Background: an optimization exercise with open tools, aiming at small area and few clock cycles per item. Do not read the settings as production practice. Function was checked by simulation only, so behaviour that the tests miss may differ from the original.

Design ibfu_pipe, start of the top module:
module ibfu_pipe
#(
  parameter int W     = bfu_pkg::W_DEF,
  parameter int FRAC  = bfu_pkg::FRAC_DEF,
  parameter int SCALE = 1
) (
  input  logic         clk,
  input  logic         rst,
  input  logic         in_valid,
  output logic         in_ready,
  input  logic [W-1:0] a_r_in,
  input  logic [W-1:0] a_i_in,
  input  logic [W-1:0] b_r_in,
  input  logic [W-1:0] b_i_in,
  input  logic [W-1:0] tw_r,
  input  logic [W-1:0] tw_i,
  output logic         out_valid,
  input  logic         out_ready,
  output logic [W-1:0] a_r_out,
  output logic [W-1:0] a_i_out,
  output logic [W-1:0] b_r_out,
  output logic [W-1:0] b_i_out,
  output logic         ovf
);
Size: roughly 8,300 cells after synthesis.
clock: 10.0 ns
lec_check: 0
abc_area: 1
cap_margin: 5
core_margin: 2
core_utilization: 70
cts_buf_list: sky130_fd_sc_hd__clkbuf_8
cts_cluster_diameter: 100
cts_cluster_size: 15
place_density: 0.8
slew_margin: 5
synth_hierarchical: 1
standard.sh (not shown) runs the stock make flow with config.mk's settings and CLKGATE_MAP_FILE= SYNTH_SCRIPT=/design/flow/synth_recipe.tcl, a recipe that flattens the netlist after the stock synthesis.
==> flow/flow/run.sh <==
#!/bin/bash
# The standard layout flow, with the port buffers made from the smallest
# buffer cell (sky130_fd_sc_hd__buf_1) instead of the one buffer_ports picks.
set -e
export BUFFER_PORTS_ARGS="-buffer_cell sky130_fd_sc_hd__buf_1"
cp standard.sh standard_sh.log
bash standard.sh > standard_flow.log 2>&1
The starting point reached the layout checks and failed them: capacitance limit, slew limit.
Testbench counts at the start, summed over its fixed seeds: cycles 12,016, items 12,000.
Then changed:
CORE_UTILIZATION = 65   (was 70)
CTS_CLUSTER_DIAMETER = not set   (was 100)
CTS_CLUSTER_SIZE = 20   (was 15)
PLACE_DENSITY = 0.75   (was 0.8)
The new run ran to the end with no violations; critical path depth came out lower by 1; die area came out higher by 7.6%; global-route usage came out lower by 3.2 points; setup slack is worse by 0.064 ns; cell area came out higher by 1.1%; synthesized area does not change; non-clock buffer count came out higher by 5; clock skew came out higher by 0.0082 ns; routed wire length is about the same; utilization came out lower by 4.4 points.

========
P:
ibfu_pipe again, from the RTL that the note above started with.
export LEC_CHECK = 0
export ABC_AREA = 1
export CAP_MARGIN = 5
export CORE_MARGIN = 2
export CORE_UTILIZATION = 65
export CTS_BUF_LIST = sky130_fd_sc_hd__clkbuf_16
export CTS_CLUSTER_DIAMETER = 100
export CTS_CLUSTER_SIZE = 22
export PLACE_DENSITY = 0.75
export SLEW_MARGIN = 5
export SYNTH_HIERARCHICAL = 1
create_clock -name core_clock -period 10.0 [get_ports {clk}]
Scripts as last shown in full above: flow/flow/run.sh
Testbench counts of P, summed over its fixed seeds: cycles 12,016, items 12,000.
> inputs changed (P -> Q)
Settings: swapping 22 for 15 in CTS_CLUSTER_SIZE; swapping sky130_fd_sc_hd__clkbuf_16 for sky130_fd_sc_hd__clkbuf_8 in CTS_BUF_LIST; putting GPL_TIMING_DRIVEN at 0 where nothing was set.
==> comparison <==
Having completed the whole flow, Q delivered a layout that passed the timing, design-rule and antenna checks. From P to Q the numbers moved as follows: sequential cell area held steady, setup slack shrank by 350 ps. Max utilization across Q and P: Q. Going from P to Q, number of antenna violations at the first check in global routing went down, count of cells along the worst register-to-register path now sits higher, final critical path time including I/O delays and setup up 350 ps, share of final-layout standard cells stronger than drive strength 1 rose 3.4 points. Cmp Q vs P: total wirelength of the detailed-routed design higher in Q. On post-CTS clock slew at the launch and capture registers of the worst setup and hold paths, Q and P are neck and neck. Final instance area (Q vs. P) increases slightly.
Input-level comparison between R and Q:
Settings: removing GPL_TIMING_DRIVEN (formerly 0); removing CTS_CLUSTER_DIAMETER (formerly 100); removing CTS_CLUSTER_SIZE (formerly 15).
--- a/flow/flow/run.sh
+++ b/flow/flow/run.sh
@@ -3 +3,3 @@
-# buffer cell (sky130_fd_sc_hd__buf_1) instead of the one buffer_ports picks.
+# buffer cell (sky130_fd_sc_hd__buf_1) instead of the one buffer_ports picks,
+# and ORFS's power recovery (downsizing gates off the critical paths) after
+# global routing.
@@ -5,0 +8 @@
+export RECOVER_POWER=100
--- outcome ---
Per the comparison of R with Q, sequential share of layout area rose by 0.15 points; total via count in the routed design went down 821; number of clock buffers in the layout saw an increase; routed wire length lower; area overhead of the layout relative to synthesis shows a reduction of 1.3 points. Re number of placed cells counting well taps: Q and R aren't equal, and the lower value belongs to R. Compare Q and R | all-layer global routing usage lower: R. Number of non-clock buffers, Q and R, lower one = R. In the flow results for Q and R, the worst hold margin is smaller on R. Q -> R: port buffer count delta 0, exact match. Complete run, failing final checks: R, reason max-capacitance violations, max-slew violations.

========
Starting RTL as in the previous note.
clock: 10.0 ns
lec_check: 0
abc_area: 1
cap_margin: 5
core_margin: 2
core_utilization: 65
cts_buf_list: sky130_fd_sc_hd__clkbuf_8
place_density: 0.75
slew_margin: 5
synth_hierarchical: 1
==> flow/flow/run.sh <==
#!/bin/bash
# The standard layout flow, with the port buffers made from the smallest
# buffer cell (sky130_fd_sc_hd__buf_1) instead of the one buffer_ports picks.
set -e
export BUFFER_PORTS_ARGS="-buffer_cell sky130_fd_sc_hd__buf_1"
cp standard.sh standard_sh.log
bash standard.sh > standard_flow.log 2>&1
Testbench counts at the start, summed over its fixed seeds: cycles 12,016, items 12,000.
Edit:
Settings changed: CAP_MARGIN 5 to 10, CTS_CLUSTER_DIAMETER set to 100, CTS_CLUSTER_SIZE set to 15, GPL_ROUTABILITY_DRIVEN set to 0, GPL_TIMING_DRIVEN set to 0, SLEW_MARGIN 5 to 10.
What happened: The changed run produced a clean layout; register-to-register slack gets worse by 0.49 ns; core utilization went up by 0.66 points.
Edit:
Settings changed: CAP_MARGIN 10 to 5, GPL_ROUTABILITY_DRIVEN 0 to unset, GPL_TIMING_DRIVEN 0 to unset, SLEW_MARGIN 10 to 5.
Die area stays the same.
Via count drops by a few percent.
Worst setup slack gets better by 0.30 ns.
Count of clock-buffer cells in the layout went up by 2.
Cell area decreases slightly.
Wire length came out higher by a few percent.
Core utilization shrinks by 1.2 points.

==> static timing again, ports no longer ideal <==
In the flow no input, the clock included, has a driving cell. The finished layouts below were timed again as built, in two steps. Step 1, drivers: a clkbuf_16 drives clk and a buf_2 each remaining input, both assumed. Step 2 times the ports against the registers' clock, not the clock port: input delays grow and output delays shrink by t, the midpoint of the rising clock arrivals with the driver on. Three values: ideal ports, drivers, drivers and shift; two values: the first two.
run | t (ns) | setup WS [ns] | latest minus earliest clock arrival (ns)
the first run of note 1 | 0.800 | 0.997 / 1.060 / 0.260 | 0.069 / 0.069
the second run of note 1 | 0.873 | 0.934 / 0.996 / 0.122 | 0.075 / 0.075
P | 0.712 | 0.758 / 0.825 / 0.114 | 0.038 / 0.037
Q | 0.833 | 0.410 / 0.410 / 0.223 | 0.057 / 0.057
R | 0.875 | 0.541 / 0.598 / -0.277 | 0.069 / 0.068
the first run of note 3 | 0.873 | 0.934 / 0.996 / 0.122 | 0.075 / 0.075
the second run of note 3 | 0.833 | 0.603 / 0.603 / -0.003 | 0.106 / 0.105
the third run of note 3 | 0.826 | 0.903 / 0.968 / 0.142 | 0.085 / 0.086
For R, which loses most, drivers alone change the setup slack by +0.057 ns; drivers and shift together by -0.818 ns.
